This is an optimization exercise on Yosys and OpenROAD, whose aim is small area, not a production implementation. The RTL was checked by simulation tests, not by an equivalence proof against the original design. Power and IR drop assume default switching activity.

File: flow/config.mk
export PLATFORM = sky130hd
export DESIGN_NAME = csa_frame_top
export DESIGN_NICKNAME = csa_frame_top
export VERILOG_FILES = /design/flow/design.v
export SDC_FILE = /design/flow/constraint.sdc
export NUM_CORES = 4
export LEC_CHECK = 0
export CAP_MARGIN = 20
export CORE_MARGIN = 2
export CORE_UTILIZATION = 60
export SLEW_MARGIN = 20
File: flow/constraint.sdc
create_clock -name core_clock -period 5.0 [get_ports {clk}]
set_input_delay 1.0000 -clock core_clock [delete_from_list [all_inputs] [get_ports {clk}]]
set_output_delay 1.0000 -clock core_clock [all_outputs]
set_load 0.01 [all_outputs]
File: flow/design.v
package csa_pkg;
	localparam int PKT_BYTES = 188;
	localparam int CW_BYTES = 9;
	localparam int SCRAMBLE_HDR_IDX = 3;
	typedef logic [7:0] byte_t;
	typedef logic [1:0] scram_ctrl_t;
	typedef union packed
	{
		byte_t raw;
		struct packed
		{
			scram_ctrl_t sc;
			logic [1:0] afc;
			logic [3:0] cc;
		} f;
	} ts_hdr3_u;
endpackage
module cw_ctrl_reg
#(
	parameter int CW_BYTES = csa_pkg::CW_BYTES
)
(
	input logic clk,
	input logic rst,
	input logic cw_valid,
	input csa_pkg::byte_t cw_byte,
	output logic cw_first,
	output csa_pkg::scram_ctrl_t scram_ctrl
);
	localparam int CW_AW = $clog2(CW_BYTES);
	logic [CW_AW-1:0] cw_idx;
	assign cw_first = cw_valid && (cw_idx == '0);
	always_ff @(posedge clk)
	begin
		if (rst)
		begin
			cw_idx <= '0;
		end
		else if (cw_valid)
		begin
			if (cw_idx == CW_AW'(CW_BYTES - 1))
				cw_idx <= '0;
			else
				cw_idx <= cw_idx + 1'b1;
		end
	end
	always_ff @(posedge clk)
	begin
		if (rst)
			scram_ctrl <= '0;
		else if (cw_first)
			scram_ctrl <= {cw_byte[1], cw_byte[1] & cw_byte[0]};
	end
endmodule
module ts_pkt_buffer
#(
	parameter int PKT_BYTES = csa_pkg::PKT_BYTES
)
(
	input logic clk,
	input logic shift,
	input csa_pkg::byte_t ts_byte,
	input logic sc_load,
	input csa_pkg::scram_ctrl_t sc,
	output csa_pkg::byte_t head
);
	csa_pkg::byte_t sr [PKT_BYTES];
	always_ff @(posedge clk)
	begin
		if (shift)
		begin
			sr[0] <= ts_byte;
			for (int i = 1; i < PKT_BYTES - 1; i++)
				sr[i] <= sr[i-1];
			sr[PKT_BYTES-1][5:0] <= sr[PKT_BYTES-2][5:0];
			sr[PKT_BYTES-1][7:6] <= sc_load ? sc : sr[PKT_BYTES-2][7:6];
		end
	end
	assign head = sr[PKT_BYTES-1];
endmodule
module ts_readout
#(
	parameter int PKT_BYTES = csa_pkg::PKT_BYTES
)
(
	input logic clk,
	input logic rst,
	input logic ts_valid,
	input csa_pkg::scram_ctrl_t scram_ctrl,
	output logic shift,
	output logic sc_load,
	output logic pkt_valid,
	output logic finish_pkt
);
	logic busy;
	logic [7:0] cnt;
	assign pkt_valid = busy && (cnt >= 8'd3) && (cnt <= 8'(PKT_BYTES + 2));
	assign shift = busy ? (cnt >= 8'd3) : ts_valid;
	assign sc_load = busy && (cnt == 8'd5) && scram_ctrl[1];
	always_ff @(posedge clk)
	begin
		if (rst)
		begin
			busy <= 1'b0;
			cnt <= '0;
			finish_pkt <= 1'b0;
		end
		else
		begin
			finish_pkt <= busy && (cnt == 8'(PKT_BYTES + 3));
			if (busy)
			begin
				if (cnt == 8'(PKT_BYTES + 3))
				begin
					busy <= 1'b0;
					cnt <= '0;
				end
				else
					cnt <= cnt + 1'b1;
			end
			else if (ts_valid)
			begin
				if (cnt == 8'(PKT_BYTES - 1))
				begin
					busy <= 1'b1;
					cnt <= '0;
				end
				else
					cnt <= cnt + 1'b1;
			end
		end
	end
endmodule
module frame_out_mux
(
	input logic clk,
	input logic rst,
	input logic pkt_valid,
	input csa_pkg::byte_t pkt_byte,
	input logic cnt_valid,
	input csa_pkg::byte_t cnt_byte,
	input logic pid_valid,
	input csa_pkg::byte_t pid_byte,
	input logic gbe_valid,
	input csa_pkg::byte_t gbe_byte,
	input logic port_valid,
	input csa_pkg::byte_t port_byte,
	input logic cw_valid,
	input csa_pkg::byte_t cw_byte,
	input logic cw_first,
	output logic out_valid,
	output csa_pkg::byte_t out_byte
);
	logic any_valid;
	csa_pkg::byte_t sel_byte;
	csa_pkg::byte_t cw_out;
	assign cw_out = cw_first ? {7'b0, cw_byte[1]} : cw_byte;
	assign any_valid = pkt_valid | cnt_valid | pid_valid | gbe_valid | port_valid
		| cw_valid;
	always_comb
	begin
		if (pkt_valid)
			sel_byte = pkt_byte;
		else if (cnt_valid)
			sel_byte = cnt_byte;
		else if (pid_valid)
			sel_byte = pid_byte;
		else if (gbe_valid)
			sel_byte = gbe_byte;
		else if (port_valid)
			sel_byte = port_byte;
		else
			sel_byte = cw_out;
	end
	always_ff @(posedge clk)
	begin
		if (rst)
			out_valid <= 1'b0;
		else
			out_valid <= any_valid;
	end
	always_ff @(posedge clk)
		out_byte <= sel_byte;
endmodule
module csa_frame_top
#(
	parameter int PKT_BYTES = csa_pkg::PKT_BYTES,
	parameter int CW_BYTES = csa_pkg::CW_BYTES
)
(
	input logic clk,
	input logic rst,
	input logic ts_valid,
	input csa_pkg::byte_t ts_byte,
	input logic cw_valid,
	input csa_pkg::byte_t cw_byte,
	input logic cnt_valid,
	input csa_pkg::byte_t cnt_byte,
	input logic pid_valid,
	input csa_pkg::byte_t pid_byte,
	input logic gbe_valid,
	input csa_pkg::byte_t gbe_byte,
	input logic port_valid,
	input csa_pkg::byte_t port_byte,
	output logic out_valid,
	output csa_pkg::byte_t out_byte,
	output logic finish_pkt
);
	logic shift;
	logic sc_load;
	logic pkt_valid;
	csa_pkg::byte_t pkt_byte;
	logic cw_first;
	csa_pkg::scram_ctrl_t scram_ctrl;
	cw_ctrl_reg #(.CW_BYTES(CW_BYTES)) cw_ctrl_reg_inst
	(
		.clk(clk),
		.rst(rst),
		.cw_valid(cw_valid),
		.cw_byte(cw_byte),
		.cw_first(cw_first),
		.scram_ctrl(scram_ctrl)
	);
	ts_readout #(.PKT_BYTES(PKT_BYTES)) ts_readout_inst
	(
		.clk(clk),
		.rst(rst),
		.ts_valid(ts_valid),
		.scram_ctrl(scram_ctrl),
		.shift(shift),
		.sc_load(sc_load),
		.pkt_valid(pkt_valid),
		.finish_pkt(finish_pkt)
	);
	ts_pkt_buffer #(.PKT_BYTES(PKT_BYTES)) ts_pkt_buffer_inst
	(
		.clk(clk),
		.shift(shift),
		.ts_byte(ts_byte),
		.sc_load(sc_load),
		.sc(scram_ctrl),
		.head(pkt_byte)
	);
	frame_out_mux frame_out_mux_inst
	(
		.clk(clk),
		.rst(rst),
		.pkt_valid(pkt_valid),
		.pkt_byte(pkt_byte),
		.cnt_valid(cnt_valid),
		.cnt_byte(cnt_byte),
		.pid_valid(pid_valid),
		.pid_byte(pid_byte),
		.gbe_valid(gbe_valid),
		.gbe_byte(gbe_byte),
		.port_valid(port_valid),
		.port_byte(port_byte),
		.cw_valid(cw_valid),
		.cw_byte(cw_byte),
		.cw_first(cw_first),
		.out_valid(out_valid),
		.out_byte(out_byte)
	);
endmodule
File: flow/flow/run.sh
#!/bin/bash
# Standard ORFS layout with two changes: port buffers use the smallest
# buffer cell, and CTS builds fuller leaf clusters without dummy loads.
set -uo pipefail
export BUFFER_PORTS_ARGS="-buffer_cell sky130_fd_sc_hd__buf_1"
export CTS_ARGS="-sink_clustering_enable -repair_clock_nets -dont_use_dummy_load -buf_list sky130_fd_sc_hd__clkbuf_8 -sink_clustering_size 22 -sink_clustering_max_diameter 100"
bash standard.sh > standard.log 2>&1
File: flow/standard.sh
#!/bin/bash
# synth_recipe.tcl (not shown) runs the flow's synth.tcl, then flattens the netlist and writes it again
# the make line also repeats each setting of config.mk as NAME=value (left out here)
make -C /OpenROAD-flow-scripts/flow DESIGN_CONFIG=/design/flow/config.mk WORK_HOME=/design/flow/orfs CLKGATE_MAP_FILE= SYNTH_SCRIPT=/design/flow/synth_recipe.tcl "${@:-finish}"
==> impl_metrics.py, run 1 <==
metrics = {
    "worst_setup_path": {
        "worstSetupStartpointType": "register",
        "critPathCaptureType": "register",
        "cp_slowest_cell": "buf_4",
        "crit_type": "reg2reg",
        "cp_max_fo": 44,
        "crit_chain": "ha_1 -> nor4_4 -> a21oi_4 -> buf_4 -> buf_4",
        "slowest_delay_ps": 550,
        "cpMostUsedCell": "buf_4",
        "cp.arrival_ps": 3000,
        "required_ps": 5310,
    },
    "cells_and_area": {
        "seq_area_um2": 45670,
        "n_fill_cell": 4972,
        "nets": 1895,
        "final_cells": 2873,
        "syn2layout_area_growth_pct": 6.162,
        "multi_input_area_um2": 958.4,
        "drive_gt1_share_pct": 6.332,
        "final_area_um2": 49560,
    },
    "sta": {
        "finalMaxSlewViolations": 0,
        "finalCritPeriodShare_pct": 53.84,
        "worst_slew_pin_slew_ps": 876.9,
        "slew_headroom_pct": 41.54,
        "skew_ps": 50.49,
        "setup_viol": 0,
        "hold_viol": 0,
        "rsz0062_at_grt": "false",
        "setup_tns_ps": 0,
        "max_freq_ghz": 0.3715,
        "holdWs_ps": 375.9,
        "period_needed_ps": 2692,
    },
    "routing": {
        "drt_wl_total_um": 49600,
        "drc": 0,
        "dr.pass1.iters": 5,
        "vias": 15132,
        "post_drt_wl_per_cell_um": 17.26,
        "ant_nets": 0,
        "drt-vias-per-instance": 5.267,
        "drtIter0Drc": 1504,
    },
    "grt": {
        "grtUsageTotal_pct": 12.17,
        "grt_max_degree": 172,
        "grt_pass1_vias": 14485,
        "grt_overflow_total": 0,
        "grt_pass1_wl_um": 78760,
        "antenna_found_initial": 1,
    },
    "pwr": {
        "ir_worst_vdd_mv": 0.2952,
        "power_frac_comb_pct": 1.6,
        "intPower_uw": 16360,
        "p_per_area_nw_per_um2": 404.4,
        "p_sw_share_pct": 18.37,
        "seq_power_share_pct": 75.2,
        "p_sw_uw": 3682,
        "p_leak_uw": 0.01601,
        "clock_power_share_pct": 23.3,
    },
    "run_status": {
        "outcome": "complete, no violations",
    },
    "place": {
        "place_area_um2": 48470,
        "dp.cells": 2793,
        "port_buffers": 65,
        "dp_hpwl_um": 20820,
        "finalWeightedCongestion": 0.9096,
    },
    "clock_network": {
        "cts_tree": "yes",
        "htree_num_levels": 3,
        "cts_hold_buf": 0,
        "cts_buffer_depth": 3,
        "root_buffer": "clkbuf_8",
        "clock_sinks": 1529,
        "numCtsBuffers": 79,
        "cts_setup_buffers": 0,
        "insertion_delay_ps": 710,
        "clkTransAtPathRegs_ps": 120,
        "post_cts_resize_count": 0,
    },
    "logic_synthesis": {
        "synth.yosys.seq_area_share_pct": 97.82,
        "synthesis.nets": 1740,
        "synth_cells": 1679,
        "synthTopCellsByCount": "1504 x edfxtp_1, 25 x dfxtp_1, 17 x nand2_1, 14 x nor2_1, 10 x mux2_2",
        "post_synth_num_cell_types": 41,
        "netlist_area_um2": 46680,
        "synth_edf_count": 1504,
        "synth_area_per_cell_um2": 27.80,
        "synth-warning-count": 5,
        "yosys-top-cells-area": "edfxtp_1 97%, dfxtp_1 1.1%, mux2_2 0.24%",
        "async_reset_ff_share_pct": 0,
        "yosys.area.top_type_share_pct": 96.74,
        "synth-seq-cells": 1529,
        "yosysTopAreaCell": "edfxtp_1",
        "ys.flop_type": "edfxtp_1",
        "yosysMostFrequentCell": "edfxtp_1",
    },
    "floorplan": {
        "dieWidth_um": 282.9,
        "initial_core_util_pct": 60.46,
        "die_h_um": 282.9,
        "ios": 66,
        "placementRows": 102,
        "coreArea_um2": 77210,
        "die_area_um2": 80050,
    },
    "run": {
        "cap_violations": 0,
    },
    "min_path": {
        "hold_path.class": "reg2reg",
    },
}
## placed cells by master, fill, tap and decap left out, types with 8 or more instances in the layout
master | Yosys | final
mux2_2 | 10 | 10
inv_1 | 9 | 9
buf_12 | 0 | 10
nor2b_1 | 9 | 9
a21oi_1 | 9 | 8
clkbuf_8 | 0 | 79
edfxtp_1 | 1504 | 1504
nor2_1 | 14 | 13
nand2_1 | 17 | 17
buf_4 | 0 | 9
buf_1 | 0 | 65
dfxtp_1 | 25 | 24
## critical path, delay by kind of cell, from the launching register on
| family | cells | cell delay [ps] |
|---|---|---|
| adder cells (fa/ha/maj) | 1 | 290 |
| AND/OR/NAND/NOR | 1 | 90 |
| AO/OA/AOI/OAI | 1 | 410 |
| buffers and inverters | 2 | 1080 |
| flip-flops | 1 | 440 |
## power by group through the flow
| stage | Sequential, µW | Clock (µW) | Combinational (µW) |
|---|---|---|---|
| after global routing | 15100 | 5390 | 359 |
| after global placement | 15300 | 0 | 313 |
| final | 15100 | 4660 | 319 |
| after floorplan | 15800 | 0 | 212 |
| after CTS | 15100 | 4990 | 327 |
| after detailed placement | 15300 | 0 | 331 |
## cell type report
cell class | count | area share [%]
clock buffers | 79 | 2.194
inverters | 9 | 0.06816
multi-input cells | 131 | 1.934
diodes | 1 | 0.005049
repair buffers | 84 | 1.033
well taps | 1040 | 2.626
flip-flops and latches | 1529 | 92.14
## path summary, 6_finish.rpt
kind	start	to	slack (ps)	depth (start not counted)
setup / recovery	ts_readout_inst.cnt[1]	ts_pkt_buffer_inst.sr[182][3]	2310	5
hold reg to reg	ts_pkt_buffer_inst.sr[103][5]	ts_pkt_buffer_inst.sr[104][5]	380	0
setup reg to reg	ts_readout_inst.cnt[1]	ts_pkt_buffer_inst.sr[182][3]	2310	5
hold / removal	ts_pkt_buffer_inst.sr[103][5]	ts_pkt_buffer_inst.sr[104][5]	380	0
## metal layers
metal	routed length, µm	share of wire, %	vias to the layer above	GRT usage [%]
met2	19440	39	234	15.14
met1	26820	54	7817	21.22
met3	2004	4.0	90	2.681
li1	-	-	6991	-
met5	0	0	-	0
met4	1329	2.7	0	4.295
## flip-flops by register name (all words and copies together) (netlist names)
register,count
ts_pkt_buffer_inst.sr,1504
frame_out_mux_inst.out_byte,8
ts_readout_inst.cnt,8
cw_ctrl_reg_inst.cw_idx,4
cw_ctrl_reg_inst.scram_ctrl,2
frame_out_mux_inst.out_valid,1
ts_readout_inst.busy,1
ts_readout_inst.finish_pkt,1
## metrics by stage
step | util, % | power [µW] | worst slack [ps]
final | 64.19 | 20040 | 2308
after global routing | 64.19 | 20880 | 2111
after CTS | 64.18 | 20400 | 2271
after detailed placement | 62.78 | 15670 | 1718
after global placement | 62.78 | 15650 | 1831
after floorplan | - | 15970 | -21080
## kinds of logic (layout without fill, tap and decap cells)
group / Yosys count / in the layout / synth area share [%]
buffers and inverters: 19 / 172 / 0.1608
other: 0 / 1 / 0
AND/OR/NAND/NOR: 61 / 61 / 0.7049
flip-flops: 1529 / 1529 / 97.82
AO/OA/AOI/OAI: 48 / 48 / 0.8068
XOR/XNOR: 5 / 5 / 0.09382
multiplexers: 12 / 12 / 0.2841
adder cells (fa/ha/maj): 5 / 5 / 0.1340
==> inputs of run 2 (changes only) <==
--- a/flow/design.v
+++ b/flow/design.v
@@ -92,42 +92,28 @@
 	output logic pkt_valid,
 	output logic finish_pkt
 );
+	localparam logic [8:0] RX_BASE = 9'(512 - (PKT_BYTES + 192));	 
+	localparam logic [8:0] BUSY_BASE = RX_BASE + 9'(PKT_BYTES);		 
+	logic [8:0] cnt;
 	logic busy;
-	logic [7:0] cnt;
-	assign pkt_valid = busy && (cnt >= 8'd3) && (cnt <= 8'(PKT_BYTES + 2));
-	assign shift = busy ? (cnt >= 8'd3) : ts_valid;
-	assign sc_load = busy && (cnt == 8'd5) && scram_ctrl[1];
-	always_ff @(posedge clk)
-	begin
-		if (rst)
-		begin
-			busy <= 1'b0;
-			cnt <= '0;
+	logic wrap;
+	assign busy = cnt[8] && (cnt[7] || cnt[6]);
+	assign wrap = &cnt;
+	assign pkt_valid = busy && !wrap && (cnt[8:2] != BUSY_BASE[8:2] || (cnt[1] && cnt[0]));
+	assign shift = pkt_valid || ts_valid;
+	assign sc_load = (cnt == BUSY_BASE + 9'd5) && scram_ctrl[1];
+	always_ff @(posedge clk)
+	begin
+		if (rst)
+		begin
+			cnt <= RX_BASE;
 			finish_pkt <= 1'b0;
 		end
 		else
 		begin
-			finish_pkt <= busy && (cnt == 8'(PKT_BYTES + 3));
-			if (busy)
-			begin
-				if (cnt == 8'(PKT_BYTES + 3))
-				begin
-					busy <= 1'b0;
-					cnt <= '0;
-				end
-				else
-					cnt <= cnt + 1'b1;
-			end
-			else if (ts_valid)
-			begin
-				if (cnt == 8'(PKT_BYTES - 1))
-				begin
-					busy <= 1'b1;
-					cnt <= '0;
-				end
-				else
-					cnt <= cnt + 1'b1;
-			end
+			finish_pkt <= wrap;
+			if (ts_valid || busy)
+				cnt <= (cnt + 1'b1) | (wrap ? RX_BASE : 9'd0);
 		end
 	end
 endmodule
--- a/flow/config.mk
+++ b/flow/config.mk
@@ -7,5 +7,6 @@
 export LEC_CHECK = 0
 export CAP_MARGIN = 20
 export CORE_MARGIN = 2
-export CORE_UTILIZATION = 60
+export CORE_UTILIZATION = 75
+export PLACE_DENSITY = 0.85
 export SLEW_MARGIN = 20
==> run 2 against run 1 <==
Against the previous run: still clean; cell count fell by 6.6%; worst setup slack lost 590 ps; total power increased by 4.5%; register-to-register slack worse by 590 ps; non-clock buffer count grew 14; critical path type unchanged; critical endpoint is now ts_pkt_buffer_inst.sr[9][1]; largest power group unchanged.
==> impl_metrics.py, run 2 <==
metrics = {
    "clock_network": {
        "root_buffer": "clkbuf_8",
        "clkTransAtPathRegs_ps": 120,
        "numCtsBuffers": 79,
        "clock_sinks": 1529,
        "cts_tree": "yes",
        "htree_num_levels": 3,
        "cts_buffer_depth": 3,
        "post_cts_resize_count": 0,
        "cts_setup_buffers": 0,
        "cts_hold_buf": 0,
        "insertion_delay_ps": 710,
    },
    "pwr": {
        "p_leak_uw": 0.01634,
        "intPower_uw": 17050,
        "power_frac_comb_pct": 2.2,
        "ir_worst_vdd_mv": 0.3170,
        "p_sw_uw": 3902,
        "clock_power_share_pct": 21.8,
        "p_sw_share_pct": 18.62,
        "p_per_area_nw_per_um2": 424.3,
        "seq_power_share_pct": 76.0,
    },
    "worst_setup_path": {
        "cp_max_fo": 165,
        "crit_type": "reg2reg",
        "worstSetupStartpointType": "register",
        "worstReg2RegEnd": "ts_pkt_buffer_inst.sr[9][1]",
        "cp.arrival_ps": 3600,
        "worst-r2r-cell-count": 7,
        "required_ps": 5320,
        "reg2reg_slack_ps": 1720,
        "r2r-start": "ts_readout_inst.cnt[0]",
        "critPathCaptureType": "register",
    },
    "grt": {
        "grt_pass1_wl_um": 82340,
        "grtUsageTotal_pct": 17.25,
        "grt_max_degree": 166,
        "antenna_found_initial": 1,
        "grt_pass1_vias": 14778,
        "grt_overflow_total": 0,
    },
    "logic_synthesis": {
        "synthesis.nets": 1743,
        "synth-seq-cells": 1529,
        "yosys.area.top_type_share_pct": 96.85,
        "yosysTopAreaCell": "edfxtp_1",
        "ys.flop_type": "edfxtp_1",
        "synth.yosys.seq_area_share_pct": 97.93,
        "synth-warning-count": 5,
        "yosys-top-cells-area": "edfxtp_1 97%, dfxtp_1 1.1%, nor2_1 0.17%",
        "yosysMostFrequentCell": "edfxtp_1",
        "synth_cells": 1682,
        "synthTopCellsByCount": "1504 x edfxtp_1, 25 x dfxtp_1, 21 x nor2_1, 15 x a21oi_1, 13 x nand2_1",
        "netlist_area_um2": 46630,
        "synth_area_per_cell_um2": 27.72,
        "synth_edf_count": 1504,
        "async_reset_ff_share_pct": 0,
        "post_synth_num_cell_types": 43,
    },
    "cells_and_area": {
        "top_register": "ts_pkt_buffer_inst.sr",
        "syn2layout_area_growth_pct": 5.908,
        "final_util_pct": 80.18,
        "nets": 1910,
        "reg.largest.list": "ts_pkt_buffer_inst.sr (1504), ts_readout_inst.cnt (9), frame_out_mux_inst.out_byte (8)",
        "n_fill_cell": 2632,
        "largest_register_ffs": 1504,
        "drive_gt1_share_pct": 6.768,
        "n_antenna_cell": 0,
        "seq_area_um2": 45670,
        "multi_input_area_um2": 895.9,
        "final_common_cell": "edfxtp_1",
        "mostFrequentLayoutCells": "1504 x edfxtp_1, 79 x clkbuf_8, 65 x buf_1",
        "final_area_um2": 49390,
    },
    "min_path": {
        "hp-start": "ts_pkt_buffer_inst.sr[36][7]",
        "hold_path.class": "reg2reg",
        "holdPathEnd": "ts_pkt_buffer_inst.sr[37][7]",
        "hold_depth": 0,
    },
    "sta": {
        "holdWs_ps": 379.2,
        "setup_viol": 0,
        "hold_viol": 0,
        "setup_tns_ps": 0,
        "slew_headroom_pct": 41.05,
        "finalCritPeriodShare_pct": 65.59,
        "max_freq_ghz": 0.3049,
        "worst_slew_pin_slew_ps": 884.3,
        "rsz0062_at_grt": "false",
        "finalMaxSlewViolations": 0,
        "period_needed_ps": 3280,
        "skew_ps": 45.06,
    },
    "floorplan": {
        "dieWidth_um": 253.4,
        "coreArea_um2": 61600,
        "die_area_um2": 64190,
        "ios": 66,
        "initial_core_util_pct": 75.70,
        "die_h_um": 253.4,
        "placementRows": 91,
    },
    "routing": {
        "drt-vias-per-instance": 5.667,
        "vias": 15210,
        "drc": 0,
        "drtIter0Drc": 1326,
        "drt_wl_total_um": 55620,
        "post_drt_wl_per_cell_um": 20.72,
        "dr.pass1.iters": 8,
        "ant_nets": 0,
    },
    "place": {
        "place_area_um2": 48300,
        "finalWeightedCongestion": 0.7273,
        "port_buffers": 65,
        "dp_hpwl_um": 28650,
    },
    "run": {
        "cap_violations": 0,
    },
    "run_status": {
        "outcome": "complete, no violations",
    },
}
run 2: cell types whose count changed in the layout (fill, tap and decap cells not counted), sizes merged, moves of 7 or more:
cell    change
buf        +14
o311ai      -7
a31oi       +7
nor2        +8
a211o       +7
mux2        -8
nor2b       -8
run 2: area by class of cell:
type | instances | area share (%)
Multi-Input combinational cell | 135 | 1.814
Timing Repair Buffer | 98 | 1.350
Inverter | 6 | 0.04560
Tap cell | 837 | 2.121
Clock buffer | 79 | 2.202
Sequential cell | 1529 | 92.47
run 2: how the worst max path moves through the flow:
stage          cells past startpoint                   start                       endpoint  slack [ps]
2_1_floorplan                      7  ts_readout_inst.cnt[0]    ts_pkt_buffer_inst.sr[0][0]       -7310
6_report                           7  ts_readout_inst.cnt[0]    ts_pkt_buffer_inst.sr[9][1]        1720
3_3_place_gp                       7  ts_readout_inst.cnt[0]  ts_pkt_buffer_inst.sr[154][0]        1780
3_5_place_dp                       8  ts_readout_inst.cnt[0]  ts_pkt_buffer_inst.sr[131][0]        1710
4_1_cts                            8  ts_readout_inst.cnt[0]  ts_pkt_buffer_inst.sr[133][0]        1710
5_1_grt                            7  ts_readout_inst.cnt[0]   ts_pkt_buffer_inst.sr[33][1]        1520
run 2: cell families after synthesis:
group / Yosys count / share of synthesized area, %
buf+inv: 18 / 0.2012
fa+ha+maj: 5 / 0.1342
flops: 1529 / 97.93
mux: 5 / 0.1127
xor+xnor: 6 / 0.1127
compound gates: 53 / 0.7513
simple gates: 66 / 0.7621
run 2: worst max-delay path, stage by stage (launching register included):
cell      delay (ps)
dfxtp_2          370
ha_4             180
and3_1           150
and3_1           170
ha_2             200
a211o_1          480
nand2b_4         560
buf_12           580
run 2: stage by stage:
stage | std cells | power (µW) | worst slack [ps]
after floorplan | 1682 | 16700 | -7311
after global placement | 2605 | 16550 | 1779
after detailed placement | 2605 | 16670 | 1709
after CTS | 2684 | 21210 | 1713
after global routing | 2684 | 21680 | 1520
final | 2684 | 20950 | 1721
run 2: layer usage:
| layer | routed length, µm | GRT usage [%] | up-vias |
|---|---|---|---|
| met5 | 0 | 0 | - |
| met1 | 26270 | 26.56 | 7814 |
| met3 | 2498 | 2.889 | 69 |
| li1 | - | - | 7013 |
| met4 | 966 | 5.106 | 0 |
| met2 | 25890 | 26.67 | 314 |
run 2: power by group through the flow:
stage | clock (µW) | sequential, µW | combinational [µW]
after global routing | 5130 | 16000 | 523
after CTS | 4780 | 16000 | 474
after detailed placement | 0 | 16200 | 483
after global placement | 0 | 16100 | 440
final | 4570 | 15900 | 465
after floorplan | 0 | 16400 | 302
==> inputs of run 3 (changes only) <==
==> flow/flow/run.sh (replaced) <==
#!/bin/bash
# The standard ORFS layout (standard.sh) with three changes:
#  - synthesis maps the combinational logic with an area-oriented ABC
#    script (flow/abc_area.script); everything else in the synthesis,
#    including flip-flop mapping, flattening and renaming, is the standard flow's own
#  - port buffers use the smallest buffer cell
#  - CTS builds full leaf clusters of clkbuf_8 without dummy loads
# Each tool's output stays in orfs/logs; make's own output goes to
# standard.log.
set -uo pipefail
WORK=$PWD
FLOWDIR=$WORK/flow

# synth.tcl from ORFS, with the ABC call pointed at our script
sed 's|^\(\s*\)log_cmd abc {\*}$abc_args|\1lset abc_args 1 $::env(MY_ABC_SCRIPT)\n\1log_cmd abc {*}$abc_args|' \
	"$FLOW_HOME/scripts/synth.tcl" > "$WORK/my_synth.tcl"
grep -q 'MY_ABC_SCRIPT' "$WORK/my_synth.tcl" || { echo "could not patch synth.tcl"; exit 1; }
sed "s|source \$::env(SCRIPTS_DIR)/synth.tcl|source $WORK/my_synth.tcl|" \
	"$WORK/synth_recipe.tcl" > "$WORK/my_synth_recipe.tcl"
grep -q "my_synth.tcl" "$WORK/my_synth_recipe.tcl" || { echo "could not patch synth_recipe.tcl"; exit 1; }
sed "s|SYNTH_SCRIPT=[^ ]*|SYNTH_SCRIPT=$WORK/my_synth_recipe.tcl|" \
	"$WORK/standard.sh" > "$WORK/my_standard.sh"
grep -q "my_synth_recipe.tcl" "$WORK/my_standard.sh" || { echo "could not patch standard.sh"; exit 1; }

export MY_ABC_SCRIPT=$FLOWDIR/abc_area.script
export BUFFER_PORTS_ARGS="-buffer_cell sky130_fd_sc_hd__buf_1"
export CTS_ARGS="-sink_clustering_enable -repair_clock_nets -dont_use_dummy_load -buf_list sky130_fd_sc_hd__clkbuf_8 -sink_clustering_size 21 -sink_clustering_max_diameter 100"
bash "$WORK/my_standard.sh" > "$WORK/standard.log" 2>&1
==> flow/flow/abc_area.script (new file) <==
strash
dch
amap
strash
dch
amap
topo
stime -c
--- a/flow/config.mk
+++ b/flow/config.mk
@@ -7,6 +7,5 @@
 export LEC_CHECK = 0
 export CAP_MARGIN = 20
 export CORE_MARGIN = 2
-export CORE_UTILIZATION = 75
-export PLACE_DENSITY = 0.85
+export CORE_UTILIZATION = 60
 export SLEW_MARGIN = 20
==> run 3 against run 2 <==
Against the previous run: routed wire length is 10% lower; non-clock buffer count down 9; critical path depth up 4; combinational power fell by 32%; utilization decreased by 16 points; final area rose by 0.16%; largest cell class unchanged; flip-flop and latch count unchanged; hold slack better by 5.4 ps; synthesized cell count decreased by 0.89%; highest routed layer unchanged; clock skew up 1.1 ps; largest power group unchanged; fmax down 6.3%; sequential power down 5%.
==> impl_metrics.py, run 3 <==
metrics = {
    "run_status": {
        "outcome": "complete, no violations",
    },
    "logic_synthesis": {
        "synth_edf_count": 1504,
        "post_synth_num_cell_types": 27,
        "synth-warning-count": 5,
        "synth_cells": 1667,
        "yosysMostFrequentCell": "edfxtp_1",
        "yosys.area.top_type_share_pct": 97.27,
        "synthesis.nets": 1728,
        "synth.yosys.seq_area_share_pct": 98.35,
        "synthTopCellsByCount": "1504 x edfxtp_1, 25 x dfxtp_1, 21 x clkinv_1, 21 x nor2_1, 14 x a21oi_1",
        "synth_area_per_cell_um2": 27.85,
        "synth-seq-cells": 1529,
        "netlist_area_um2": 46430,
        "yosysTopAreaCell": "edfxtp_1",
        "yosys-top-cells-area": "edfxtp_1 97%, dfxtp_1 1.1%, o22ai_1 0.18%",
        "ys.flop_type": "edfxtp_1",
        "async_reset_ff_share_pct": 0,
    },
    "clock_network": {
        "insertion_delay_ps": 700,
        "cts_tree": "yes",
        "root_buffer": "clkbuf_8",
        "cts_setup_buffers": 0,
        "clkTransAtPathRegs_ps": 120,
        "post_cts_resize_count": 0,
        "numCtsBuffers": 82,
        "cts_buffer_depth": 3,
        "htree_num_levels": 3,
        "clock_sinks": 1529,
        "cts_hold_buf": 0,
    },
    "min_path": {
        "hold_path.class": "reg2reg",
    },
    "sta": {
        "worst_slack_ps": 1498,
        "finalMaxSlewViolations": 0,
        "slew_headroom_pct": 32.95,
        "worst_slew_pin_slew_ps": 1006,
        "period_needed_ps": 3502,
        "finalCritPeriodShare_pct": 70.03,
        "hold_viol": 0,
        "rsz0062_at_grt": "false",
        "setup_tns_ps": 0,
        "holdWs_ps": 384.6,
        "max_freq_ghz": 0.2856,
        "skew_ps": 46.11,
        "setup_viol": 0,
    },
    "floorplan": {
        "die_h_um": 282.2,
        "die_area_um2": 79630,
        "initial_core_util_pct": 60.23,
        "ios": 66,
        "dieWidth_um": 282.2,
        "coreArea_um2": 77080,
        "placementRows": 102,
    },
    "worst_setup_path": {
        "cp_top_family": "buffers and inverters",
        "cp_slowest_cell": "or2_4",
        "critPathCaptureType": "register",
        "path_buf_inv": 4,
        "slowest_delay_ps": 760,
        "worstSetupStartpointType": "register",
        "cp.arrival_ps": 3840,
        "crit_type": "reg2reg",
        "crit_chain": "ha_4 -> nand3_2 -> nand3b_1 -> nor3_1 -> ha_2 -> clkinv_2 -> o211ai_1 -> clkinv_2 -> or2_4 -> buf_4 -> buf_4",
        "cp_max_fo": 49,
        "required_ps": 5340,
    },
    "cells_and_area": {
        "mostFrequentLayoutCells": "1504 x edfxtp_1, 82 x clkbuf_8, 65 x buf_1",
        "syn2layout_area_growth_pct": 6.535,
        "largest_register_ffs": 1504,
        "reg.largest.list": "ts_pkt_buffer_inst.sr (1504), ts_readout_inst.cnt (9), frame_out_mux_inst.out_byte (8)",
        "nets": 1901,
        "drive_gt1_share_pct": 6.202,
        "top_register": "ts_pkt_buffer_inst.sr",
        "final_common_cell": "edfxtp_1",
    },
    "place": {
        "dp_slack_ps": 1424,
        "port_buffers": 65,
        "dp_hpwl_um": 20940,
        "finalWeightedCongestion": 0.7010,
    },
    "routing": {
        "dr.pass1.iters": 4,
        "vias": 15075,
        "ant_nets": 0,
        "post_drt_wl_per_cell_um": 17.35,
        "drtIter0Drc": 1490,
        "drc": 0,
        "drt_wl_total_um": 49950,
        "drt-vias-per-instance": 5.236,
    },
    "run": {
        "cap_violations": 0,
    },
    "pwr": {
        "p_per_area_nw_per_um2": 407.0,
        "p_total_uw": 20130,
        "p_leak_uw": 0.01599,
        "ir_worst_vdd_mv": 0.2394,
    },
    "grt": {
        "grt_pass1_vias": 14210,
        "grt_overflow_total": 0,
        "antenna_found_initial": 1,
        "grt_max_degree": 203,
        "grtUsageTotal_pct": 12.38,
        "grt_pass1_wl_um": 77800,
    },
}
run 3: cell type report:
cell class                      instances  area, µm²
Tap cell                             1040       1301
Sequential cell                      1529      45670
Inverter                               21      81.33
Antenna cell                            1      2.502
Multi-Input combinational cell        117      710.7
Clock buffer                           82       1129
Timing Repair Buffer                   89      574.3
Fill cell                            5003      27620
run 3: path summary, 6_finish.rpt:
kind | end | depth (start not counted) | from | slack (ps)
worst max-delay path | ts_pkt_buffer_inst.sr[50][7] | 11 | ts_readout_inst.cnt[0] | 1500
worst min-delay path | ts_pkt_buffer_inst.sr[105][0] | 0 | ts_pkt_buffer_inst.sr[104][0] | 380
worst max register to register | ts_pkt_buffer_inst.sr[50][7] | 11 | ts_readout_inst.cnt[0] | 1500
worst min register to register | ts_pkt_buffer_inst.sr[105][0] | 0 | ts_pkt_buffer_inst.sr[104][0] | 380
run 3: power breakdown:
group	leakage (µW)	switching [µW]	internal, µW
Combinational	0.000475	262	56.0
Sequential	0.0149	200	14900
Clock	0.000590	3260	1490
run 3: routing by layer:
| layer | up-vias | share of wire (%) | track usage (%) | routed length, µm |
|---|---|---|---|---|
| li1 | 6986 | - | - | - |
| met1 | 7795 | 54 | 21.44 | 27140 |
| met2 | 216 | 39 | 15.67 | 19680 |
| met3 | 78 | 4.0 | 2.527 | 2012 |
| met4 | 0 | 2.2 | 4.436 | 1121 |
| met5 | - | 0 | 0 | 0 |
run 3: cell families after synthesis:
family | after synthesis | synth area share (%)
DFF | 1529 | 98.35
AOI/OAI and AO/OA | 63 | 0.8758
and+or+nand+nor | 49 | 0.4716
adders and majority gates | 5 | 0.1347
buffers and inverters | 21 | 0.1698
run 3: worst reg2reg max path, cell delays in order (launching register included):
cell	delay, ps
dfxtp_2	370
ha_4	180
nand3_2	60
nand3b_1	120
nor3_1	70
ha_2	180
clkinv_2	50
o211ai_1	140
clkinv_2	190
or2_4	760
buf_4	520
buf_4	510
run 3: through the flow:
step                std cells  util, %  instance area [µm²]
global route             2879    64.17                49460
floorplan                1667        -                46460
finish                   2879    64.17                49460
CTS                      2878    64.17                49460
global placement         2796    62.70                48330
detailed placement       2796    62.70                48330
==> inputs of run 4 (changes only) <==
--- a/flow/design.v
+++ b/flow/design.v
@@ -27,22 +27,14 @@
 	output logic cw_first,
 	output csa_pkg::scram_ctrl_t scram_ctrl
 );
-	localparam int CW_AW = $clog2(CW_BYTES);
-	logic [CW_AW-1:0] cw_idx;
+	logic [3:0] cw_idx;
 	assign cw_first = cw_valid && (cw_idx == '0);
 	always_ff @(posedge clk)
 	begin
 		if (rst)
-		begin
 			cw_idx <= '0;
-		end
 		else if (cw_valid)
-		begin
-			if (cw_idx == CW_AW'(CW_BYTES - 1))
-				cw_idx <= '0;
-			else
-				cw_idx <= cw_idx + 1'b1;
-		end
+			cw_idx <= {cw_idx[2:0], !cw_idx[1] && (cw_idx[0] == cw_idx[3])};
 	end
 	always_ff @(posedge clk)
 	begin
==> flow/flow/abc_area.script (replaced) <==
strash
dc2
dch
amap
strash
dc2
dch
amap
strash
dch
amap
topo
stime -c
==> run 4 against run 3 <==
Against the previous run: total power is 4.5% higher; combinational power is 45% higher; clock power hardly changed; largest power group unchanged; non-clock buffer count is 7 higher; synthesized cell count is 0.30% lower; critical path depth is 1 lower.
==> impl_metrics.py, run 4 <==
metrics = {
    "run_status": {
        "outcome": "complete, no violations",
    },
    "worst_setup_path": {
        "slowest_delay_ps": 810,
        "required_ps": 5330,
        "crit_type": "reg2reg",
        "worstSetupStartpointType": "register",
        "cp_slowest_cell": "or2_4",
        "cp.arrival_ps": 3560,
        "cp_max_fo": 93,
        "crit_chain": "ha_4 -> clkinv_2 -> nor3_2 -> ha_2 -> clkinv_2 -> o311ai_4 -> clkinv_2 -> or2_4 -> buf_12 -> buf_12",
        "cpMostUsedCell": "clkinv_2",
        "worstReg2RegEnd": "ts_pkt_buffer_inst.sr[50][4]",
        "critPathCapture": "ts_pkt_buffer_inst.sr[50][4]",
        "worst-r2r-cell-count": 10,
        "crit_path_start": "ts_readout_inst.cnt[0]",
        "path_depth": 10,
        "cp_top_family": "buffers and inverters",
        "path_buf_inv": 5,
        "reg2reg_slack_ps": 1770,
        "critPathCaptureType": "register",
        "r2r-start": "ts_readout_inst.cnt[0]",
    },
    "cells_and_area": {
        "final_cells": 2871,
        "reg.largest.list": "ts_pkt_buffer_inst.sr (1504), ts_readout_inst.cnt (9), frame_out_mux_inst.out_byte (8)",
        "drive_gt1_share_pct": 6.630,
        "mostFrequentLayoutCells": "1504 x edfxtp_1, 82 x clkbuf_8, 65 x buf_1",
        "nets": 1901,
        "final_common_cell": "edfxtp_1",
        "syn2layout_area_growth_pct": 6.769,
        "largest_register_ffs": 1504,
        "top_register": "ts_pkt_buffer_inst.sr",
        "n_fill_cell": 4859,
    },
    "floorplan": {
        "placementRows": 101,
        "ios": 66,
        "initial_core_util_pct": 60.91,
        "coreArea_um2": 76200,
        "die_area_um2": 79590,
        "dieWidth_um": 282.1,
        "die_h_um": 282.1,
    },
    "logic_synthesis": {
        "synth.yosys.seq_area_share_pct": 98.39,
        "post_synth_num_cell_types": 24,
        "synth_edf_count": 1504,
        "synthTopCellsByCount": "1504 x edfxtp_1, 25 x dfxtp_1, 18 x clkinv_1, 15 x nand2_1, 15 x nor2_1",
        "synth-warning-count": 5,
        "ys.flop_type": "edfxtp_1",
        "synthesis.nets": 1721,
        "synth-seq-cells": 1529,
        "synth_cells": 1662,
        "yosys.area.top_type_share_pct": 97.31,
        "yosys-top-cells-area": "edfxtp_1 97%, dfxtp_1 1.1%, o32a_1 0.17%",
        "async_reset_ff_share_pct": 0,
        "yosysMostFrequentCell": "edfxtp_1",
        "yosysTopAreaCell": "edfxtp_1",
        "synth_area_per_cell_um2": 27.93,
        "netlist_area_um2": 46410,
    },
    "grt": {
        "antenna_found_initial": 1,
        "grt_pass1_wl_um": 78560,
        "grt_max_degree": 110,
        "grt_overflow_total": 0,
        "grtUsageTotal_pct": 12.60,
        "grt_pass1_vias": 14456,
    },
    "pwr": {
        "p_sw_share_pct": 18.81,
        "clock_power_share_pct": 22.5,
        "p_total_uw": 21030,
        "p_leak_uw": 0.01622,
        "intPower_uw": 17080,
        "p_sw_uw": 3957,
        "power_frac_comb_pct": 2.2,
        "ir_worst_vdd_mv": 0.2665,
        "seq_power_share_pct": 75.3,
        "p_per_area_nw_per_um2": 424.4,
    },
    "sta": {
        "finalMaxSlewViolations": 0,
        "period_needed_ps": 3230,
        "worst_slew_pin_slew_ps": 1016,
        "skew_ps": 40.51,
        "max_freq_ghz": 0.3096,
        "rsz0062_at_grt": "false",
        "finalCritPeriodShare_pct": 64.60,
        "hold_viol": 0,
        "slew_headroom_pct": 32.27,
        "setup_tns_ps": 0,
        "setup_viol": 0,
    },
    "min_path": {
        "hold_path.class": "reg2reg",
        "hold_depth": 0,
    },
    "routing": {
        "dr.pass1.iters": 4,
        "post_drt_wl_per_cell_um": 17.87,
        "drt-vias-per-instance": 5.320,
        "drt_wl_total_um": 51300,
        "drtIter0Drc": 1388,
        "vias": 15275,
        "ant_nets": 0,
        "drc": 0,
    },
    "place": {
        "dp_hpwl_um": 23180,
        "port_buffers": 65,
        "dp.cells": 2788,
        "finalWeightedCongestion": 0.7470,
    },
    "clock_network": {
        "cts_tree": "yes",
        "clock_sinks": 1529,
        "numCtsBuffers": 82,
        "root_buffer": "clkbuf_8",
        "post_cts_resize_count": 0,
        "cts_setup_buffers": 0,
        "clkTransAtPathRegs_ps": 120,
        "cts_hold_buf": 0,
        "insertion_delay_ps": 700,
        "htree_num_levels": 3,
        "cts_buffer_depth": 3,
    },
    "run": {
        "cap_violations": 0,
    },
}
## run 4: cells by family (layout without fill, tap and decap cells)
group                      Yosys count  after routing  share of synthesized area (%)
other                                0              1                              0
AOI/OAI and AO/OA                   49             49                         0.7468
and+or+nand+nor                     63             63                         0.6389
buffers and inverters               18            196                         0.1456
adders and majority gates            3              3                        0.08088
DFF                               1529           1529                          98.39
## run 4: how the worst min path moves through the flow
stage,from,end,slack [ps]
floorplan,ts_pkt_buffer_inst.sr[99][0],ts_pkt_buffer_inst.sr[100][0],400
global placement,ts_pkt_buffer_inst.sr[183][3],ts_pkt_buffer_inst.sr[184][3],400
detailed placement,ts_pkt_buffer_inst.sr[103][3],ts_pkt_buffer_inst.sr[104][3],400
CTS,ts_byte[4],ts_pkt_buffer_inst.sr[0][4],390
global route,ts_byte[4],ts_pkt_buffer_inst.sr[0][4],410
finish,ts_pkt_buffer_inst.sr[11][6],ts_pkt_buffer_inst.sr[12][6],410
## run 4: power by group through the flow
| stage | combinational [µW] | clock [µW] | sequential, µW |
|---|---|---|---|
| floorplan | 288 | 0 | 16300 |
| global placement | 452 | 0 | 16100 |
| detailed placement | 478 | 0 | 16100 |
| CTS | 474 | 5030 | 15900 |
| global route | 517 | 5410 | 16000 |
| finish | 461 | 4730 | 15800 |
## run 4: per-layer routing
layer	global-route usage, %	part of all wire (%)
met2	16.70	40
met1	21.05	53
met4	4.501	2.9
met5	0	0
met3	2.635	3.7
## run 4: final cells by class
| class | count | area (µm²) | share of cell area (%) |
|---|---|---|---|
| antenna | 1 | 2.502 | 0.005050 |
| clock buffer | 82 | 1129 | 2.277 |
| inverter | 18 | 71.32 | 0.1439 |
| multi-input combinational | 115 | 720.7 | 1.454 |
| sequential | 1529 | 45670 | 92.15 |
| tap | 1030 | 1289 | 2.601 |
| timing repair buffer | 96 | 676.9 | 1.366 |
## run 4: worst reg2reg max path, stage by stage (launching register included)
cell and delay (ps):
dfxtp_2 370, ha_4 170, clkinv_2 50, nor3_2 40
ha_2 170, clkinv_2 70, o311ai_4 170, clkinv_2 170
or2_4 810, buf_12 380, buf_12 430
## run 4: per-stage QoR
step	cell area, µm²	hold WS, ps	util [%]	worst slack (ps)
after floorplan	46460	400.3	-	-7424
after detailed placement	48420	404.5	63.55	1749
after global routing	49550	407.7	65.03	1563
after CTS	49550	388.5	65.03	1747
after global placement	48420	400.6	63.55	1815
final	49550	411.2	65.03	1770
==> inputs of run 5 (changes only) <==
--- a/flow/config.mk
+++ b/flow/config.mk
@@ -8,4 +8,5 @@
 export CAP_MARGIN = 20
 export CORE_MARGIN = 2
 export CORE_UTILIZATION = 60
+export GPL_TIMING_DRIVEN = 0
 export SLEW_MARGIN = 20
==> run 5 against run 4 <==
Against the previous run: still clean on timing, DRC and antenna; utilization up 0.34 points; die area did not move; sequential power about the same; sequential share of layout area shrank 0.49 points; register-to-register slack lost 430 ps; non-clock buffer count decreased by 3; flip-flop and latch count stayed put; routed wire length is 3.5% lower; global-route usage shrank 0.27 points; total power barely moved; critical path type unchanged; critical endpoint is now ts_pkt_buffer_inst.sr[25][5]; highest routed layer unchanged.
==> impl_metrics.py, run 5 <==
metrics = {
    "sta": {
        "setup_tns_ps": 0,
        "finalMaxSlewViolations": 0,
        "rsz0062_at_grt": "false",
        "period_needed_ps": 3664,
        "hold_viol": 0,
        "max_freq_ghz": 0.2730,
        "skew_ps": 38.52,
        "finalCritPeriodShare_pct": 73.27,
        "setup_viol": 0,
        "slew_headroom_pct": 59.26,
        "holdWs_ps": 398.0,
        "worst_slew_pin_slew_ps": 611.1,
    },
    "clock_network": {
        "htree_num_levels": 3,
        "root_buffer": "clkbuf_8",
        "post_cts_resize_count": 0,
        "insertion_delay_ps": 700,
        "cts_tree": "yes",
        "clock_sinks": 1529,
        "cts_buffer_depth": 3,
        "numCtsBuffers": 82,
        "clkTransAtPathRegs_ps": 110,
        "cts_setup_buffers": 0,
        "cts_hold_buf": 0,
    },
    "logic_synthesis": {
        "synth_edf_count": 1504,
        "netlist_area_um2": 46410,
        "yosysTopAreaCell": "edfxtp_1",
        "synth-warning-count": 5,
        "synth_cells": 1662,
        "yosys.area.top_type_share_pct": 97.31,
        "synthesis.nets": 1721,
        "synthTopCellsByCount": "1504 x edfxtp_1, 25 x dfxtp_1, 18 x clkinv_1, 15 x nand2_1, 15 x nor2_1",
        "synth.yosys.seq_area_share_pct": 98.39,
        "ys.flop_type": "edfxtp_1",
        "post_synth_num_cell_types": 24,
        "yosysMostFrequentCell": "edfxtp_1",
        "synth_area_per_cell_um2": 27.93,
        "async_reset_ff_share_pct": 0,
        "yosys-top-cells-area": "edfxtp_1 97%, dfxtp_1 1.1%, o32a_1 0.17%",
        "synth-seq-cells": 1529,
    },
    "pwr": {
        "seq_power_share_pct": 75.2,
        "p_sw_uw": 3942,
        "power_frac_comb_pct": 2.4,
        "intPower_uw": 17100,
        "p_leak_uw": 0.01633,
        "clock_power_share_pct": 22.5,
        "p_sw_share_pct": 18.73,
        "ir_worst_vdd_mv": 0.2691,
        "p_per_area_nw_per_um2": 422.5,
    },
    "worst_setup_path": {
        "crit_type": "reg2reg",
        "reg2reg_slack_ps": 1340,
        "required_ps": 5400,
        "cp_slowest_cell": "or2_4",
        "worstReg2RegEnd": "ts_pkt_buffer_inst.sr[25][5]",
        "path_depth": 13,
        "cp_max_fo": 56,
        "worstSetupStartpointType": "register",
        "r2r-start": "ts_readout_inst.cnt[1]",
        "crit_chain": "ha_4 -> clkinv_2 -> nor3_2 -> ha_2 -> clkinv_2 -> o311ai_4 -> clkinv_2 -> or2_4 -> buf_12 -> buf_16 -> buf_16 -> buf_16 -> buf_12",
        "critPathCaptureType": "register",
        "worst-r2r-cell-count": 13,
        "cp.arrival_ps": 4060,
        "cp_top_family": "buffers and inverters",
        "critPathCapture": "ts_pkt_buffer_inst.sr[25][5]",
        "path_buf_inv": 8,
        "slowest_delay_ps": 520,
        "crit_path_start": "ts_readout_inst.cnt[1]",
    },
    "floorplan": {
        "die_area_um2": 79590,
        "coreArea_um2": 76200,
        "die_h_um": 282.1,
        "placementRows": 101,
        "initial_core_util_pct": 60.91,
        "dieWidth_um": 282.1,
        "ios": 66,
    },
    "routing": {
        "drt_wl_total_um": 49520,
        "drtIter0Drc": 1357,
        "vias": 15188,
        "post_drt_wl_per_cell_um": 17.27,
        "drt-vias-per-instance": 5.296,
        "drc": 0,
        "dr.pass1.iters": 5,
        "ant_nets": 0,
    },
    "run_status": {
        "outcome": "complete, no violations",
    },
    "min_path": {
        "hold_depth": 0,
        "hold_path.class": "reg2reg",
        "hp-start": "ts_pkt_buffer_inst.sr[109][6]",
    },
    "grt": {
        "grt_max_degree": 65,
        "antenna_found_initial": 1,
        "grt_overflow_total": 0,
        "grt_busiest_layer": "met1",
        "grtUsageTotal_pct": 12.34,
        "met2_usage_pct": 15.93,
        "grt_use_met3_pct": 2.792,
        "grt_pass1_wl_um": 78360,
        "grt_pass1_vias": 14648,
        "use_met1_pct": 20.97,
    },
    "cells_and_area": {
        "largest_register_ffs": 1504,
        "reg.largest.list": "ts_pkt_buffer_inst.sr (1504), ts_readout_inst.cnt (9), frame_out_mux_inst.out_byte (8)",
        "drive_gt1_share_pct": 6.478,
        "mostFrequentLayoutCells": "1504 x edfxtp_1, 82 x clkbuf_8, 65 x buf_1",
        "top_register": "ts_pkt_buffer_inst.sr",
        "final_cells": 2868,
        "n_fill_cell": 4796,
        "syn2layout_area_growth_pct": 7.335,
        "final_common_cell": "edfxtp_1",
        "nets": 1898,
    },
    "place": {
        "dp_hpwl_um": 22250,
        "dp.cells": 2785,
        "port_buffers": 65,
        "finalWeightedCongestion": 0.6704,
    },
    "run": {
        "cap_violations": 0,
    },
}
[run 5: cell types whose count changed in the layout (fill, tap and decap cells not counted)]
cell | before | now
buf_12 | 16 | 10
buf_16 | 0 | 18
buf_4 | 15 | 0
[run 5: layout make-up]
cell class	count	area (µm²)	area share, %
flip-flops and latches	1529	45670	91.67
clock buffers	82	1129	2.265
repair buffers	93	939.7	1.886
inverters	18	71.32	0.1432
well taps	1030	1289	2.587
diodes	1	2.502	0.005023
multi-input cells	115	720.7	1.447
[run 5: how the worst min path moves through the flow]
stage                                    end  slack [ps]
2_1_floorplan  ts_pkt_buffer_inst.sr[100][0]         400
3_3_place_gp   ts_pkt_buffer_inst.sr[186][6]         400
3_5_place_dp   ts_pkt_buffer_inst.sr[103][4]         400
4_1_cts          ts_pkt_buffer_inst.sr[0][2]         370
5_1_grt          ts_pkt_buffer_inst.sr[0][5]         390
6_report       ts_pkt_buffer_inst.sr[110][6]         400
[run 5: per-stage QoR]
step	worst slack [ps]	area [µm²]	power (µW)	utilization [%]
final	1336	49820	21050	65.37
after global routing	1067	49820	21940	65.37
after CTS	1287	49810	21420	65.37
after detailed placement	1272	48690	16600	63.89
after global placement	-10460	47990	16920	62.98
after floorplan	-7424	46460	16580	-
[run 5: power by group through the flow]
stage               logic, µW  clock network [µW]  registers [µW]
floorplan                 288                   0           16300
global placement          385                   0           16500
detailed placement        517                   0           16100
CTS                       512                5060           15800
global route              560                5440           15900
finish                    498                4730           15800
[run 5: cell families after synthesis]
kind of cell,Yosys count,synth area share [%]
and+or+nand+nor,63,0.6389
buffers and inverters,18,0.1456
AOI/OAI and AO/OA,49,0.7468
adders and majority gates,3,0.08088
DFF,1529,98.39
[run 5: worst register-to-register path: cells and delay by family, from the launching register on]
kind | cells | cell delay [ps]
buf+inv | 8 | 1890
simple gates | 2 | 560
flops | 1 | 360
fa+ha+maj | 2 | 350
compound gates | 1 | 190
[run 5: layer usage]
layer	routed length, µm	share of wire (%)	up-vias
li1	-	-	6975
met1	26560	54	7854
met2	19590	40	252
met3	2052	4.1	107
met4	1324	2.7	0
met5	0	0	-
==> inputs of run 6 (changes only) <==
--- a/flow/config.mk
+++ b/flow/config.mk
@@ -8,5 +8,5 @@
 export CAP_MARGIN = 20
 export CORE_MARGIN = 2
 export CORE_UTILIZATION = 60
-export GPL_TIMING_DRIVEN = 0
+export PLACE_DENSITY = 0.7
 export SLEW_MARGIN = 20
==> run 6 against run 5 <==
Against the previous run: count of clock-buffer cells in the layout stayed put; total power is 0.22% lower; largest cell class unchanged; global-route usage is 0.13 points higher; critical path type unchanged; worst setup slack better by 330 ps; sequential power hardly changed; largest power group unchanged; hold slack better by 4.5 ps; non-clock buffer count is 5 lower.
==> impl_metrics.py, run 6 <==
metrics = {
    "run_status": {
        "outcome": "complete, no violations",
    },
    "cells_and_area": {
        "largest_register_ffs": 1504,
        "drive_gt1_share_pct": 6.223,
        "multi_input_area_um2": 720.7,
        "n_fill_cell": 4758,
        "top_register": "ts_pkt_buffer_inst.sr",
        "syn2layout_area_growth_pct": 6.505,
        "seq_area_um2": 45670,
        "reg.largest.list": "ts_pkt_buffer_inst.sr (1504), ts_readout_inst.cnt (9), frame_out_mux_inst.out_byte (8)",
        "final_util_pct": 64.87,
        "mostFrequentLayoutCells": "1504 x edfxtp_1, 82 x clkbuf_8, 65 x buf_1",
        "final_common_cell": "edfxtp_1",
        "nets": 1893,
    },
    "clock_network": {
        "clkTransAtPathRegs_ps": 110,
        "numCtsBuffers": 82,
        "cts_tree": "yes",
        "cts_hold_buf": 0,
        "htree_num_levels": 3,
        "post_cts_resize_count": 0,
        "insertion_delay_ps": 710,
        "cts_setup_buffers": 0,
        "cts_buffer_depth": 3,
        "root_buffer": "clkbuf_8",
        "clock_sinks": 1529,
    },
    "sta": {
        "slew_headroom_pct": 32.70,
        "setup_tns_ps": 0,
        "finalCritPeriodShare_pct": 66.63,
        "hold_viol": 0,
        "finalMaxSlewViolations": 0,
        "period_needed_ps": 3331,
        "max_freq_ghz": 0.3002,
        "rsz0062_at_grt": "false",
        "worst_slew_pin_slew_ps": 1010,
        "skew_ps": 46.98,
        "setup_viol": 0,
    },
    "logic_synthesis": {
        "synth-seq-cells": 1529,
        "netlist_area_um2": 46410,
        "synth-warning-count": 5,
        "synth_edf_count": 1504,
        "yosys-top-cells-area": "edfxtp_1 97%, dfxtp_1 1.1%, o32a_1 0.17%",
        "ys.flop_type": "edfxtp_1",
        "yosysMostFrequentCell": "edfxtp_1",
        "synth_area_per_cell_um2": 27.93,
        "yosysTopAreaCell": "edfxtp_1",
        "synthesis.nets": 1721,
        "post_synth_num_cell_types": 24,
        "synth_cells": 1662,
        "yosys.area.top_type_share_pct": 97.31,
        "synthTopCellsByCount": "1504 x edfxtp_1, 25 x dfxtp_1, 18 x clkinv_1, 15 x nand2_1, 15 x nor2_1",
        "synth.yosys.seq_area_share_pct": 98.39,
        "async_reset_ff_share_pct": 0,
    },
    "floorplan": {
        "dieWidth_um": 282.1,
        "die_h_um": 282.1,
        "initial_core_util_pct": 60.91,
        "coreArea_um2": 76200,
        "ios": 66,
        "placementRows": 101,
        "die_area_um2": 79590,
    },
    "min_path": {
        "holdPathEnd": "ts_pkt_buffer_inst.sr[36][0]",
        "hp-start": "ts_pkt_buffer_inst.sr[35][0]",
        "hold_path.class": "reg2reg",
        "hold_depth": 0,
    },
    "place": {
        "port_buffers": 65,
        "finalWeightedCongestion": 0.7543,
        "dp_hpwl_um": 22010,
    },
    "worst_setup_path": {
        "critPathCaptureType": "register",
        "path_buf_inv": 5,
        "crit_type": "reg2reg",
        "worst-r2r-cell-count": 10,
        "cp_max_fo": 54,
        "required_ps": 5350,
        "cpMostUsedCell": "clkinv_2",
        "r2r-start": "ts_readout_inst.cnt[0]",
        "cp_top_family": "buffers and inverters",
        "cp_slowest_cell": "or2_4",
        "worstSetupStartpointType": "register",
        "reg2reg_slack_ps": 1670,
        "cp.arrival_ps": 3680,
        "slowest_delay_ps": 780,
        "worstReg2RegEnd": "ts_pkt_buffer_inst.sr[47][7]",
        "crit_path_start": "ts_readout_inst.cnt[0]",
        "crit_chain": "ha_4 -> clkinv_2 -> nor3_2 -> ha_2 -> clkinv_2 -> o311ai_4 -> clkinv_2 -> or2_4 -> buf_4 -> buf_4",
    },
    "routing": {
        "drc": 0,
        "drt-vias-per-instance": 5.277,
        "vias": 15107,
        "drt_wl_total_um": 50500,
        "post_drt_wl_per_cell_um": 17.64,
        "drtIter0Drc": 1494,
        "dr.pass1.iters": 7,
        "ant_nets": 0,
    },
    "grt": {
        "grt_pass1_vias": 14307,
        "met2_usage_pct": 16.57,
        "use_met1_pct": 20.82,
        "antenna_found_initial": 1,
        "grt_busiest_layer": "met1",
        "grtUsageTotal_pct": 12.46,
        "grt_overflow_total": 0,
        "grt_max_degree": 153,
        "grt_pass1_wl_um": 77900,
        "grt_use_met3_pct": 2.552,
    },
    "pwr": {
        "p_per_area_nw_per_um2": 424.9,
        "p_leak_uw": 0.01616,
        "ir_worst_vdd_mv": 0.2154,
    },
    "run": {
        "cap_violations": 0,
    },
}
==> run 6: cell counts after synthesis <==
No cell type changed its count.
==> run 6: how the worst max path moves through the flow <==
stage                                     to  cells past startpoint
2_1_floorplan    ts_pkt_buffer_inst.sr[0][0]                      8
3_3_place_gp    ts_pkt_buffer_inst.sr[13][4]                     10
3_5_place_dp     ts_pkt_buffer_inst.sr[9][4]                     10
4_1_cts        ts_pkt_buffer_inst.sr[105][6]                     10
5_1_grt        ts_pkt_buffer_inst.sr[113][6]                     10
6_report        ts_pkt_buffer_inst.sr[47][7]                     10
==> run 6: cell families (layout without fill, tap and decap cells) <==
kind of cell,Yosys count,count (layout),synth area share [%]
buffers and inverters,18,188,0.1456
adders and majority gates,3,3,0.08088
DFF,1529,1529,98.39
AOI/OAI and AO/OA,49,49,0.7468
and+or+nand+nor,63,63,0.6389
other,0,1,0
==> run 6: per-layer routing <==
layer  part of all wire [%]  routed length [µm]
met1                     52               26430
met2                     41               20650
met3                    4.4                2245
met4                    2.3                1179
met5                      0                   0
==> run 6: layout make-up <==
class,count,share of cell area [%]
antenna,1,0.005062
clock buffer,82,2.283
inverter,18,0.1443
multi-input combinational,115,1.458
sequential,1529,92.38
tap,1030,2.607
timing repair buffer,88,1.121
==> run 6: power by group <==
part,switching (µW),total (µW),internal (µW)
Combinational,367,441,73.5
Sequential,342,15800,15500
Clock,3230,4720,1490
Total,3940,21000,17100
==> run 6: metrics by stage <==
| stage | worst slack (ps) | instance area [µm²] | hold slack [ps] | total power, µW | std cells |
|---|---|---|---|---|---|
| 4_1_cts | 1625 | 49430 | 363.8 | 21320 | 2862 |
| 5_1_grt | 1405 | 49430 | 406.3 | 21850 | 2863 |
| 3_3_place_gp | 1688 | 48300 | 400.4 | 16520 | 2780 |
| 3_5_place_dp | 1601 | 48300 | 404.5 | 16560 | 2780 |
| 2_1_floorplan | -7424 | 46460 | 400.3 | 16580 | 1662 |
| 6_report | 1669 | 49430 | 402.5 | 21000 | 2863 |
==> inputs of run 7 (changes only) <==
--- a/flow/config.mk
+++ b/flow/config.mk
@@ -7,6 +7,5 @@
 export LEC_CHECK = 0
 export CAP_MARGIN = 20
 export CORE_MARGIN = 2
-export CORE_UTILIZATION = 60
-export PLACE_DENSITY = 0.7
+export CORE_UTILIZATION = 80
 export SLEW_MARGIN = 20
==> run 7 against run 6 <==
Against the previous run: synthesized cell count stayed put; the run now fails in detailed placement; synthesized area stayed put.
==> impl_metrics.py, run 7 <==
metrics = {
    "run_status": {
        "outcome": "did not finish",
        "flow.stopped_at": "detailed placement",
        "tool.error": "Error: detail_place.tcl, 38 bad optional access",
    },
    "logic_synthesis": {
        "synth_edf_count": 1504,
        "async_reset_ff_share_pct": 0,
        "synth-warning-count": 5,
        "yosysMostFrequentCell": "edfxtp_1",
        "synth-seq-cells": 1529,
        "synth_area_per_cell_um2": 27.93,
        "synth.yosys.seq_area_share_pct": 98.39,
        "yosysTopAreaCell": "edfxtp_1",
        "ys.flop_type": "edfxtp_1",
        "synthTopCellsByCount": "1504 x edfxtp_1, 25 x dfxtp_1, 18 x clkinv_1, 15 x nand2_1, 15 x nor2_1",
        "post_synth_num_cell_types": 24,
        "yosys.area.top_type_share_pct": 97.31,
        "netlist_area_um2": 46410,
        "yosys-top-cells-area": "edfxtp_1 97%, dfxtp_1 1.1%, o32a_1 0.17%",
        "synthesis.nets": 1721,
        "synth_cells": 1662,
    },
    "floorplan": {
        "initial_core_util_pct": 80.75,
        "ios": 66,
        "placementRows": 88,
        "dieWidth_um": 244.9,
        "die_h_um": 244.9,
    },
    "place": {
        "port_buffers": 65,
        "finalWeightedCongestion": 0.7995,
    },
}
run 7: per-stage QoR:
stage             worst slack [ps]  std cells  power [µW]
global placement              1849       2515       16520
floorplan                    -7424       1662       16580
run 7: how the worst min path moves through the flow:
stage,slack [ps],from,cells past startpoint,end
floorplan,400,ts_pkt_buffer_inst.sr[99][0],0,ts_pkt_buffer_inst.sr[100][0]
global placement,400,ts_pkt_buffer_inst.sr[84][2],0,ts_pkt_buffer_inst.sr[85][2]
run 7: kinds of logic after synthesis:
group,count (synthesis),share of synthesized area [%]
AOI/OAI and AO/OA,49,0.7468
adders and majority gates,3,0.08088
buffers and inverters,18,0.1456
DFF,1529,98.39
and+or+nand+nor,63,0.6389
run 7: power by group through the flow:
stage | Clock, µW | Sequential (µW) | Combinational (µW)
after global placement | 0 | 16100 | 428
after floorplan | 0 | 16300 | 288
==> inputs of run 8 (changes only) <==
--- a/flow/config.mk
+++ b/flow/config.mk
@@ -7,5 +7,5 @@
 export LEC_CHECK = 0
 export CAP_MARGIN = 20
 export CORE_MARGIN = 2
-export CORE_UTILIZATION = 80
+export CORE_UTILIZATION = 75
 export SLEW_MARGIN = 20
==> run 8 against run 7 <==
Against the previous run: synthesized area did not move; now clean on timing, DRC and antenna; synthesized cell count did not move.
==> impl_metrics.py, run 8 <==
metrics = {
    "run_status": {
        "outcome": "complete, no violations",
    },
    "clock_network": {
        "cts_setup_buffers": 0,
        "numCtsBuffers": 82,
        "cts_buffer_depth": 3,
        "cts_tree": "yes",
        "root_buffer": "clkbuf_8",
        "clock_sinks": 1529,
        "htree_num_levels": 3,
    },
    "worst_setup_path": {
        "worstReg2RegEnd": "ts_pkt_buffer_inst.sr[27][4]",
        "r2r-start": "ts_readout_inst.cnt[0]",
        "cp_max_fo": 172,
        "critPathCapture": "ts_pkt_buffer_inst.sr[27][4]",
        "crit_type": "reg2reg",
        "worst-r2r-cell-count": 9,
        "required_ps": 5320,
        "critPathCaptureType": "register",
        "slowest_delay_ps": 710,
    },
    "pwr": {
        "p_per_area_nw_per_um2": 426.0,
        "p_leak_uw": 0.01616,
        "ir_worst_vdd_mv": 0.3078,
    },
    "logic_synthesis": {
        "yosysMostFrequentCell": "edfxtp_1",
        "synthTopCellsByCount": "1504 x edfxtp_1, 25 x dfxtp_1, 18 x clkinv_1, 15 x nand2_1, 15 x nor2_1",
        "synthesis.nets": 1721,
        "netlist_area_um2": 46410,
        "ys.flop_type": "edfxtp_1",
        "synth_area_per_cell_um2": 27.93,
        "synth.yosys.seq_area_share_pct": 98.39,
        "yosysTopAreaCell": "edfxtp_1",
        "synth-seq-cells": 1529,
        "synth-warning-count": 5,
        "synth_cells": 1662,
        "synth_edf_count": 1504,
        "yosys.area.top_type_share_pct": 97.31,
        "yosys-top-cells-area": "edfxtp_1 97%, dfxtp_1 1.1%, o32a_1 0.17%",
        "post_synth_num_cell_types": 24,
        "async_reset_ff_share_pct": 0,
    },
    "cells_and_area": {
        "final_area_um2": 49120,
        "final_common_cell": "edfxtp_1",
        "mostFrequentLayoutCells": "1504 x edfxtp_1, 82 x clkbuf_8, 65 x buf_1",
        "nets": 1893,
        "final_util_pct": 79.88,
        "syn2layout_area_growth_pct": 5.826,
        "n_antenna_cell": 0,
        "reg.largest.list": "ts_pkt_buffer_inst.sr (1504), ts_readout_inst.cnt (9), frame_out_mux_inst.out_byte (8)",
        "drive_gt1_share_pct": 6.223,
        "largest_register_ffs": 1504,
    },
    "routing": {
        "drt_wl_total_um": 49620,
        "ant_nets": 0,
        "drtIter0Drc": 1272,
        "vias": 15007,
        "drc": 0,
        "dr.pass1.iters": 5,
    },
    "place": {
        "dp.cells": 2540,
        "finalWeightedCongestion": 0.7290,
        "port_buffers": 65,
        "place_area_um2": 47990,
    },
    "sta": {
        "finalCritPeriodShare_pct": 62.83,
        "finalMaxSlewViolations": 0,
        "rsz0062_at_grt": "false",
        "skew_ps": 26.62,
        "hold_viol": 0,
        "setup_tns_ps": 0,
    },
    "grt": {
        "grt_pass1_wl_um": 75180,
        "grt_pass1_vias": 14078,
        "grt_overflow_total": 0,
        "grtUsageTotal_pct": 15.35,
    },
    "floorplan": {
        "initial_core_util_pct": 75.49,
        "die_h_um": 252.8,
        "placementRows": 91,
        "ios": 66,
        "dieWidth_um": 252.8,
    },
}
## run 8: logic make-up (layout without fill, tap and decap cells)
group / Yosys count / in the layout / share of synthesized area (%)
and+or+nand+nor: 63 / 63 / 0.6389
buffers and inverters: 18 / 188 / 0.1456
DFF: 1529 / 1529 / 98.39
adders and majority gates: 3 / 3 / 0.08088
AOI/OAI and AO/OA: 49 / 49 / 0.7468
## run 8: worst min path at each step
stage,startpoint,to,cells after the start
after detailed placement,ts_pkt_buffer_inst.sr[101][6],ts_pkt_buffer_inst.sr[102][6],0
after global routing,ts_byte[0],ts_pkt_buffer_inst.sr[0][0],1
after global placement,ts_pkt_buffer_inst.sr[2][6],ts_pkt_buffer_inst.sr[3][6],0
final,ts_pkt_buffer_inst.sr[172][5],ts_pkt_buffer_inst.sr[173][5],0
after floorplan,ts_pkt_buffer_inst.sr[99][0],ts_pkt_buffer_inst.sr[100][0],0
after CTS,ts_byte[0],ts_pkt_buffer_inst.sr[0][0],1
## run 8: layer usage
layer,track usage (%),vias to the layer above,routed length [µm]
li1,-,6965,-
met1,26.31,7657,26010
met3,3.131,105,2040
met5,0,-,0
met4,4.751,0,1231
met2,20.69,280,20340
## run 8: power by group
part / total, µW / switching, µW / internal [µW] / leakage, µW
sequential: 15900 / 350 / 15500 / 0.0151
combinational: 436 / 364 / 71.8 / 0.000463
clock: 4630 / 3140 / 1490 / 0.000590
## run 8: worst max-delay path: cells and delay by family, from the launching register on
kind / cells / cell delay, ps
AOI/OAI and AO/OA: 1 / 180
buffers and inverters: 4 / 960
DFF: 1 / 370
adders and majority gates: 2 / 340
and+or+nand+nor: 2 / 750
## run 8: final cells by class
class | count | area, µm²
fill | 2817 | 12370
multi-input combinational | 115 | 720.7
clock buffer | 82 | 1129
timing repair buffer | 88 | 541.8
inverter | 18 | 71.32
sequential | 1529 | 45670
tap | 790 | 988.4
## run 8: per-stage QoR
step                      worst slack (ps)  total power [µW]  hold slack [ps]
final                                 1859             20920            411.3
after global routing                  1644             21670            401.1
after CTS                             1839             21200            396.9
after detailed placement              1864             16560            404.5
after global placement                1944             16520            400.6
after floorplan                      -7424             16580            400.3

Re-timed with assumed drivers on the ports (clkbuf_16 on the clock, buf_2 on other inputs), run 8 has 1.859 ns of setup slack against 1.859 ns with ideal ports, and 1.859 ns once port delays also move by the mid clock arrival of 0.734 ns.
